This design comes from an exercise in tuning for small area, a short achievable clock period and few clock cycles per item on the open sky130 flow, not from production work.
Function was checked by simulation only, so behaviour that the tests miss may differ from the original.

<file path="flow/run.sh">
#!/bin/bash
# synth_recipe.tcl (not shown) runs the flow's synth.tcl, then flattens the netlist and writes it again
# the make line also repeats each setting of config.mk as NAME=value (left out here)
make -C /OpenROAD-flow-scripts/flow DESIGN_CONFIG=/design/flow/config.mk WORK_HOME=/design/flow/orfs CLKGATE_MAP_FILE= SYNTH_SCRIPT=/design/flow/synth_recipe.tcl finish
</file>
<file path="flow/config.mk">
export PLATFORM = sky130hd
export DESIGN_NAME = huff_top
export DESIGN_NICKNAME = huff_top
export VERILOG_FILES = /design/flow/design.v
export SDC_FILE = /design/flow/constraint.sdc
export NUM_CORES = 4
export LEC_CHECK = 0
export CAP_MARGIN = 20
export CORE_MARGIN = 2
export CORE_UTILIZATION = 40
export PLACE_DENSITY = 0.6
export SLEW_MARGIN = 20
</file>
<file path="flow/constraint.sdc">
create_clock -name core_clock -period 5.0 [get_ports {clk}]
set_input_delay 1.0000 -clock core_clock [delete_from_list [all_inputs] [get_ports {clk}]]
set_output_delay 1.0000 -clock core_clock [all_outputs]
set_load 0.01 [all_outputs]
</file>
<file path="flow/design.v">
package huff_pkg;
  typedef logic [4-1:0] sym_t;             
  typedef logic [9-1:0] count_t;           
  typedef count_t [10-1:0] count_vec_t;   
  typedef logic [10-1:0] sym_mask_t;      
  typedef struct packed {
    logic [9-1:0] code;                   
    logic [4-1:0]  len;
  } code_entry_t;
  typedef logic [10-1:0][9+4-1:0] code_table_t;   
  typedef struct packed {
    sym_t sym_a;                                     
    sym_t sym_b;                                     
  } merge_pair_t;
  typedef struct packed {
    logic                     encode;
    logic                     merge;
    logic [10-1:0] sel;
  } step_t;
  typedef enum logic [1:0] {
    ph_idle,
    ph_collect,
    ph_build,
    ph_emit
  } ctrl_phase_t;
endpackage
`timescale 1ns/1ns
module huff_control
(
  input  logic  clk,
  input  logic  rst,
  input  logic  sym_req,
  input  huff_pkg::sym_t  sym,
  output logic  sym_ack,
  output logic  count_inc,
  output huff_pkg::sym_t  count_sym,
  output logic  clear,
  output huff_pkg::step_t step,
  output logic  emit_go,
  input  logic  table_done
);
  huff_pkg::ctrl_phase_t             phase;
  logic [9-1:0]  blk_cnt;    
  logic [4-1:0]  round;      
  assign clear     = (phase == huff_pkg::ph_idle);                       
  assign count_inc = (phase == huff_pkg::ph_collect) && sym_req && !sym_ack;   
  assign count_sym = sym;                                      
  always_ff @(posedge clk or negedge rst)
  begin
    if (!rst)
    begin
      phase   <= huff_pkg::ph_idle;
      sym_ack <= 1'b0;
      blk_cnt <= '0;
      round   <= '0;
      step    <= '0;
      emit_go <= 1'b0;
    end
    else
    begin
      emit_go <= 1'b0;
      if (count_inc)
        sym_ack <= 1'b1;
      else if (!sym_req)
        sym_ack <= 1'b0;                                       
      case (phase)
        huff_pkg::ph_idle:
          phase <= huff_pkg::ph_collect;
        huff_pkg::ph_collect:
          if (count_inc)
          begin
            if (blk_cnt == 256 - 1)
            begin
              blk_cnt <= '0;
              phase   <= huff_pkg::ph_build;                             
            end
            else
              blk_cnt <= blk_cnt + 1'b1;
          end
        huff_pkg::ph_build:
          if (step == '0)
            step <= {2'b00, 10'd1};                            
          else if (step.encode)
          begin
            if (round == 9 - 1)
            begin
              round   <= '0;
              step    <= '0;
              emit_go <= 1'b1;                                 
              phase   <= huff_pkg::ph_emit;
            end
            else
            begin
              round <= round + 1'b1;
              step  <= {2'b00, 10'd1};
            end
          end
          else
            step <= {step.merge, step.sel, 1'b0};              
        huff_pkg::ph_emit:
          if (table_done)
            phase <= huff_pkg::ph_idle;                                  
        default:
          phase <= huff_pkg::ph_idle;
      endcase
    end
  end
endmodule
`timescale 1ns/1ns
module symbol_counter
(
  input  logic        clk,
  input  logic        rst,
  input  logic        clear,
  input  logic        count_inc,
  input  huff_pkg::sym_t        count_sym,
  input  logic        merge,
  input  huff_pkg::merge_pair_t pair,
  output logic [10-1:0][9-1:0]  counts
);
  always_ff @(posedge clk or negedge rst)
  begin
    if (!rst)
      counts <= '0;
    else if (clear)
      counts <= '0;                                            
    else if (count_inc)
    begin
      if (count_sym < 10)                           
        counts[count_sym] <= counts[count_sym] + 1'b1;
    end
    else if (merge)
    begin
      counts[pair.sym_b] <= counts[pair.sym_a] + counts[pair.sym_b];
      counts[pair.sym_a] <= {9{1'b1}};
    end
  end
endmodule
`timescale 1ns/1ns
module min_pair_select
(
  input  logic        clk,
  input  logic        rst,
  input  huff_pkg::step_t       step,
  input  logic [10-1:0][9-1:0]  counts,
  output huff_pkg::merge_pair_t pair
);
  logic [10-1:0][9-1:0] snap;                       
  huff_pkg::count_t     tmp_cnt [4];                
  huff_pkg::sym_t       tmp_sym [4];
  huff_pkg::count_t     l_cnt [4];                  
  huff_pkg::count_t     r_cnt [4];                  
  huff_pkg::sym_t       l_sym [4];
  huff_pkg::sym_t       r_sym [4];
  huff_pkg::count_t     w_cnt [4];
  huff_pkg::sym_t       w_sym [4];
  logic       ph_a;                       
  logic       ph_b;                       
  logic       ph_c;                       
  logic       ph_d;                       
  assign ph_a = step.sel[1] | step.sel[6];
  assign ph_b = step.sel[2] | step.sel[7];
  assign ph_c = step.sel[3] | step.sel[8];
  assign ph_d = step.sel[4] | step.sel[9];
  always_comb
  begin
    for (int k = 0; k < 4; k++)
    begin
      l_cnt[k] = snap[2*k];
      l_sym[k] = huff_pkg::sym_t'(2*k);
      r_cnt[k] = snap[2*k+1];
      r_sym[k] = huff_pkg::sym_t'(2*k+1);
    end
    if (!ph_a)
    begin
      l_cnt[0] = tmp_cnt[0];              
      l_sym[0] = tmp_sym[0];
      r_cnt[0] = tmp_cnt[1];
      r_sym[0] = tmp_sym[1];
      l_cnt[1] = ph_b ? tmp_cnt[2] : snap[8];
      l_sym[1] = ph_b ? tmp_sym[2] : huff_pkg::sym_t'(8);
      r_cnt[1] = ph_b ? tmp_cnt[3] : snap[9];
      r_sym[1] = ph_b ? tmp_sym[3] : huff_pkg::sym_t'(9);
    end
    for (int k = 0; k < 4; k++)
    begin
      w_cnt[k] = (r_cnt[k] <= l_cnt[k]) ? r_cnt[k] : l_cnt[k];   
      w_sym[k] = (r_cnt[k] <= l_cnt[k]) ? r_sym[k] : l_sym[k];
    end
  end
  always_ff @(posedge clk)
  begin
    if (step.sel[0])
      snap <= counts;
    else if (step.sel[5])
      for (int i = 0; i < 10; i++)
        snap[i] <= (huff_pkg::sym_t'(i) == pair.sym_a) ? {9{1'b1}} : counts[i];   
    if (ph_a)
      for (int k = 0; k < 4; k++)
      begin
        tmp_cnt[k] <= w_cnt[k];
        tmp_sym[k] <= w_sym[k];
      end
    else if (ph_b | ph_c)
    begin
      tmp_cnt[0] <= w_cnt[0];
      tmp_sym[0] <= w_sym[0];
      tmp_cnt[1] <= w_cnt[1];
      tmp_sym[1] <= w_sym[1];
    end
  end
  always_ff @(posedge clk or negedge rst)
  begin
    if (!rst)
      pair <= '0;
    else if (ph_d)
    begin
      if (step.sel[4])
        pair.sym_a <= w_sym[0];           
      else
        pair.sym_b <= w_sym[0];           
    end
  end
endmodule
`timescale 1ns/1ns
module code_builder
(
  input  logic        clk,
  input  logic        rst,
  input  logic        clear,
  input  logic        merge,
  input  logic        encode,
  input  huff_pkg::merge_pair_t pair,
  output logic [10-1:0][9+4-1:0] code_table
);
  huff_pkg::sym_mask_t masks [10];    
  huff_pkg::sym_mask_t mask_a;                   
  huff_pkg::sym_mask_t mask_b;                   
  logic [9-1:0] code_r [10];
  logic [4-1:0]  len_r  [10];
  for (genvar g = 0; g < 10; g++)
  begin : g_table
    assign code_table[g] = {code_r[g], len_r[g]};
  end
  always_ff @(posedge clk or negedge rst)
  begin
    if (!rst)
    begin
      for (int i = 0; i < 10; i++)
        masks[i] <= huff_pkg::sym_mask_t'(1) << i;
      mask_a     <= '0;
      mask_b     <= '0;
      for (int i = 0; i < 10; i++)
      begin
        code_r[i] <= '0;
        len_r[i]  <= '0;
      end
    end
    else if (clear)
    begin
      for (int i = 0; i < 10; i++)
        masks[i] <= huff_pkg::sym_mask_t'(1) << i;                       
      mask_a     <= '0;
      mask_b     <= '0;
      for (int i = 0; i < 10; i++)
      begin
        code_r[i] <= '0;
        len_r[i]  <= '0;
      end
    end
    else if (merge)
    begin
      mask_a <= masks[pair.sym_a];
      mask_b <= masks[pair.sym_b];
      masks[pair.sym_b] <= masks[pair.sym_a] | masks[pair.sym_b];   
    end
    else if (encode)
    begin
      for (int i = 0; i < 10; i++)
      begin
        if (mask_a[i] | mask_b[i])
        begin
          if (mask_b[i])
            code_r[i][len_r[i]] <= 1'b1;
          len_r[i] <= len_r[i] + 1'b1;
        end
      end
    end
  end
endmodule
`timescale 1ns/1ns
module code_table_serializer
(
  input  logic        clk,
  input  logic        rst,
  input  logic        emit_go,
  input  logic [10-1:0][9+4-1:0] code_table,
  output logic        table_start,
  output logic        table_valid,
  output logic        table_bit,
  output logic        table_done
);
  logic                   busy;        
  huff_pkg::sym_t                   dig;         
  logic [4-1:0] cnt;         
  huff_pkg::code_entry_t            cur;
  assign cur = (dig < 10) ? huff_pkg::code_entry_t'(code_table[dig]) : '0;
  always_ff @(posedge clk or negedge rst)
  begin
    if (!rst)
    begin
      busy        <= 1'b0;
      dig         <= '0;
      cnt         <= '0;
      table_start <= 1'b0;
      table_valid <= 1'b0;
      table_bit   <= 1'b0;
      table_done  <= 1'b0;
    end
    else
    begin
      table_start <= 1'b0;                                     
      table_valid <= 1'b0;
      table_bit   <= 1'b0;
      table_done  <= 1'b0;
      if (!busy)
      begin
        if (emit_go)
        begin
          busy        <= 1'b1;
          dig         <= '0;
          cnt         <= '0;
          table_start <= 1'b1;
        end
      end
      else if (dig == 10)
      begin
        busy       <= 1'b0;
        table_done <= 1'b1;                                    
      end
      else if (cur.len == '0)
        dig <= dig + 1'b1;                                     
      else
      begin
        table_valid <= 1'b1;
        table_bit   <= cur.code[cur.len - 1'b1 - cnt];         
        if (cnt == cur.len - 1'b1)
        begin
          cnt <= '0;
          dig <= dig + 1'b1;
        end
        else
          cnt <= cnt + 1'b1;
      end
    end
  end
endmodule
`timescale 1ns/1ns
module huff_top
(
  input  logic clk,
  input  logic rst,
  input  logic sym_req,       
  input  huff_pkg::sym_t sym,
  output logic sym_ack,
  output logic table_start,
  output logic table_valid,
  output logic table_bit,
  output logic table_done
);
  logic        count_inc;
  huff_pkg::sym_t        count_sym;
  logic        clear;           
  huff_pkg::step_t       step;
  logic        emit_go;
  logic [10-1:0][9-1:0]  counts;
  huff_pkg::merge_pair_t pair;
  logic [10-1:0][9+4-1:0] code_table;
  huff_control u_control (
    .clk        (clk),
    .rst        (rst),
    .sym_req    (sym_req),
    .sym        (sym),
    .sym_ack    (sym_ack),
    .count_inc  (count_inc),
    .count_sym  (count_sym),
    .clear      (clear),
    .step       (step),
    .emit_go    (emit_go),
    .table_done (table_done)
  );
  symbol_counter u_counter (
    .clk       (clk),
    .rst       (rst),
    .clear     (clear),
    .count_inc (count_inc),
    .count_sym (count_sym),
    .merge     (step.merge),
    .pair      (pair),
    .counts    (counts)
  );
  min_pair_select u_select (
    .clk    (clk),
    .rst    (rst),
    .step   (step),
    .counts (counts),
    .pair   (pair)
  );
  code_builder u_builder (
    .clk        (clk),
    .rst        (rst),
    .clear      (clear),
    .merge      (step.merge),
    .encode     (step.encode),
    .pair       (pair),
    .code_table (code_table)
  );
  code_table_serializer u_serializer (
    .clk         (clk),
    .rst         (rst),
    .emit_go     (emit_go),
    .code_table  (code_table),
    .table_start (table_start),
    .table_valid (table_valid),
    .table_bit   (table_bit),
    .table_done  (table_done)
  );
endmodule
</file>
==> notes.md <==
-- final cells by class --
| type | instances | area share |
|---|---|---|
| Clock inverter | 28 | 0.008336 |
| Tap cell | 1050 | 0.03725 |
| Timing Repair Buffer | 91 | 0.02228 |
| Sequential cell | 526 | 0.3930 |
| Multi-Input combinational cell | 2445 | 0.4794 |
| Inverter | 115 | 0.01224 |
| Clock buffer | 85 | 0.04750 |
-- state kept, by name, indices dropped and copies added (netlist names), 2 cells and up --
signal and flops:
u_serializer.dig 4, u_builder.len_r 40, u_builder.code_r 90, u_builder.masks 100, u_control.phase 2, u_select.snap 90, u_serializer.cnt 4, u_control.round 4
u_select.tmp_cnt 36, u_control.step 12, u_counter.counts 90, u_builder.mask_b 10, u_control.blk_cnt 9, u_select.pair 8, u_builder.mask_a 10, u_select.tmp_sym 10
-- report_power, final --
part	internal, mW	switching, mW	total, mW
combinational	0.0550	0.170	0.225
clock	2.50	1.93	4.43
sequential	4.39	0	4.39
-- cell usage in the layout, fill, tap and decap left out, types with 10 or more instances in the layout --
master / netlist / final
a21oi_1: 228 / 228
ha_1: 122 / 121
edfxtp_1: 136 / 136
a211oi_1: 122 / 122
nor2b_1: 21 / 21
mux2i_1: 147 / 147
and2_1: 28 / 28
dfrtp_1: 380 / 375
a22oi_1: 36 / 36
a31oi_1: 37 / 37
nand2_1: 316 / 316
inv_1: 112 / 111
nor3_1: 51 / 48
o22ai_1: 39 / 39
a21o_1: 28 / 28
a221oi_1: 40 / 40
nand3_1: 40 / 40
o31ai_1: 12 / 12
a32oi_1: 11 / 11
or2_2: 95 / 94
buf_4: 3 / 74
a22o_1: 21 / 21
and3_1: 26 / 26
o21ai_0: 200 / 199
dfstp_2: 10 / 10
nor2_1: 379 / 373
o21ai_1: 18 / 19
xor2_1: 38 / 38
o21a_1: 34 / 34
a222oi_1: 19 / 19
clkbuf_1: 184 / 17
clkbuf_16: 0 / 60
mux4_2: 76 / 76
mux2_2: 39 / 39
nand2b_1: 22 / 22
o2bb2ai_1: 15 / 15
xnor2_1: 40 / 40
clkinv_2: 0 / 16
nand4_1: 23 / 23
-- layer usage --
layer  GRT usage  routed length [microns]
met2      0.3698                    45170
met4     0.08828                     3517
met5           0                        0
met1      0.3690                    46550
met3     0.03706                     8214
-- logic make-up after synthesis --
family                   share of synthesized area
AND/OR/NAND/NOR                             0.1478
AO/OA/AOI/OAI                               0.1923
flip-flops                                  0.4315
buffers and inverters                      0.04376
multiplexers                                0.1136
adder cells (fa/ha/maj)                    0.04879
XOR/XNOR                                   0.02213
-- worst paths after layout --
kind                                                endpoint  slack (ns)
hold / removal             u_builder.len_r[9][3]$_DFFE_PN0P_        0.36
setup reg to reg            u_counter.counts[51]$_DFFE_PN0P_        0.78
hold reg to reg             u_control.blk_cnt[4]$_DFFE_PN0P_        0.49
min in group core_clock     u_control.blk_cnt[4]$_DFFE_PN0P_        0.49
max in group asynchronous   u_counter.counts[19]$_DFFE_PN0P_        3.54
setup / recovery            u_counter.counts[51]$_DFFE_PN0P_        0.78
==> out/qor.yml <==
syn_area_per_cell_sq_um: 9.660
synth_edf_count: 136
synthFlopType: "dfrtp_1"
leakagePower_nw: 14.76
setup_violations: 0
tns_ns: 0
slew_headroom: 0.1891
synth_async_sr_flop_share: 0.7414
multi_input_area_sq_um: 16910
crit_required_ns: 5.59
synthCells: 3324
skew_ns: 0.03885
r2r-start: "u_select.pair[5]$_DFFE_PN0P_"
coreArea_sq_um: 79260
nNetsFinal: 3370
yosysWarnings: 16
ys_ff_latch: 526
rsz0062_at_grt: "no"
syn-cell-area_sq_um: 32110
cts_setup_buffers: 0
clk_pin_slew_ns: 0.07
die_area_sq_um: 82560
yosys-top-cells-count: "dfrtp_1 (380), nor2_1 (379), nand2_1 (316)"
synth.most_common_cell: "dfrtp_1"
rows: 103
cts_buffers: 60
clock-root-buffer: "clkbuf_16"
p_per_area_nw_per_um2: 256.5
reg2reg_depth: 14
dp_hpwl_microns: 72470
n_fill_cell: 7575
dp_slack_ns: 0.7599
antenna_found_initial: 0
synth_area_leader_cell: "dfrtp_1"
outcome: "finished clean"
drc: 0
seq_area_sq_um: 13860
die_h_microns: 287.3
netlist_top_cells_area: "dfrtp_1 (30%), edfxtp_1 (13%), mux4_2 (5.3%)"
cts_resized: 0
cts_tree: "built"
critPathBufInv: 1
fin_ws_ns: 0.7802
clock_path_buffers: 3
ir_drop_mv: 0.2888
worstSetupEndpointType: "register"
gp_congestion: 0.9441
whs_ns: 0.3559
first_pass_iters: 8
grt_max_degree: 141
critPathSlowestCell: "dfrtp_1"
io_pins: 12
cp_slowest_stage_delay_ns: 0.81
vias: 26342
ctsHoldBuffers: 0
synth_top_area_share: 0.2961
worstSkewPairLatency_ns: 0.67
crit_chain: "mux4_2 -> mux2i_1 -> o22ai_1 -> ha_1 -> fa_1 -> a21oi_1 -> o21ai_0 -> a21oi_1 -> xnor2_1 -> buf_4 -> nand2_1 -> o311ai_0 -> a22oi_1 -> o21ai_0"
crit_arrival_ns: 4.81
path_delay_family: "compound AO/OA/AOI/OAI gates"
dr.first_iter.drc_count: 3112
start_util: 0.4051
htree_levels: 2
grt_pass1_vias: 25111
crit_start: "u_select.pair[5]$_DFFE_PN0P_"
postLayoutCoreUtil: 0.4450
dp.cells: 4227
max_freq_ghz: 0.2370
worst_pin_slew_ns: 1.203
die_x_microns: 287.3
port_buffers: 11
hold_viol_final: 0
wire_per_inst_microns: 23.84
synthToLayoutAreaGrowth_pct: 9.851
crit_fanout: 16
detail-route-antenna-nets: 0
grt_pass1_wl_microns: 159300
placement.cell_area_sq_um: 33300
clock-sinks: 526
finalCriticalPeriod_ns: 4.220
finalMaxSlewViolations: 0
seq_area_frac_synth: 0.4315
hp-class: "input pin to async pin"
antenna_cells: 0
fin_total_pwr_mw: 9.049
synth.net_count: 3455
ys_types: 93
routed_wl_microns: 103500
max_cap_violations: 0
crit_cells: 14
vias_per_cell: 6.070
timing.final.crit_share: 0.8440
fin_cells: 4340
layout-drive-gt1-share: 0.1337
grt.total_usage: 0.2493
overflow: 0
fin_area_sq_um: 35270
worstSetupStartpointType: "register"
crit_type: "register to register"
Testbench counts, summed over its fixed seeds: cycles 42,647, blocks 64.

## afterwards: timing with drivers on the ports
The results above use ideal ports. As a check the final layout listed here was re-extracted and re-timed, cells and wires unchanged. Step 1 sets driving cells, clkbuf_16 on the clock port and buf_2 on the other inputs (assumed; they add their load-dependent delay and slew). Step 2, shift: input delay + t, output delay - t, t = (earliest + latest rising clock arrival at the registers) / 2. This alone moves slack from input paths to output paths. a / b / c = ideal / step 1 / step 2; a / b = the first two.
t, ns: 0.720
setup slack, ns: 0.780 / 0.780 / 0.700
hold WS [ns]: 0.356 / 0.367 / 0.489
After both steps setup and hold are still met in this run. For this run, drivers alone change the setup slack by 0.000 ns; drivers and shift together by -0.080 ns.
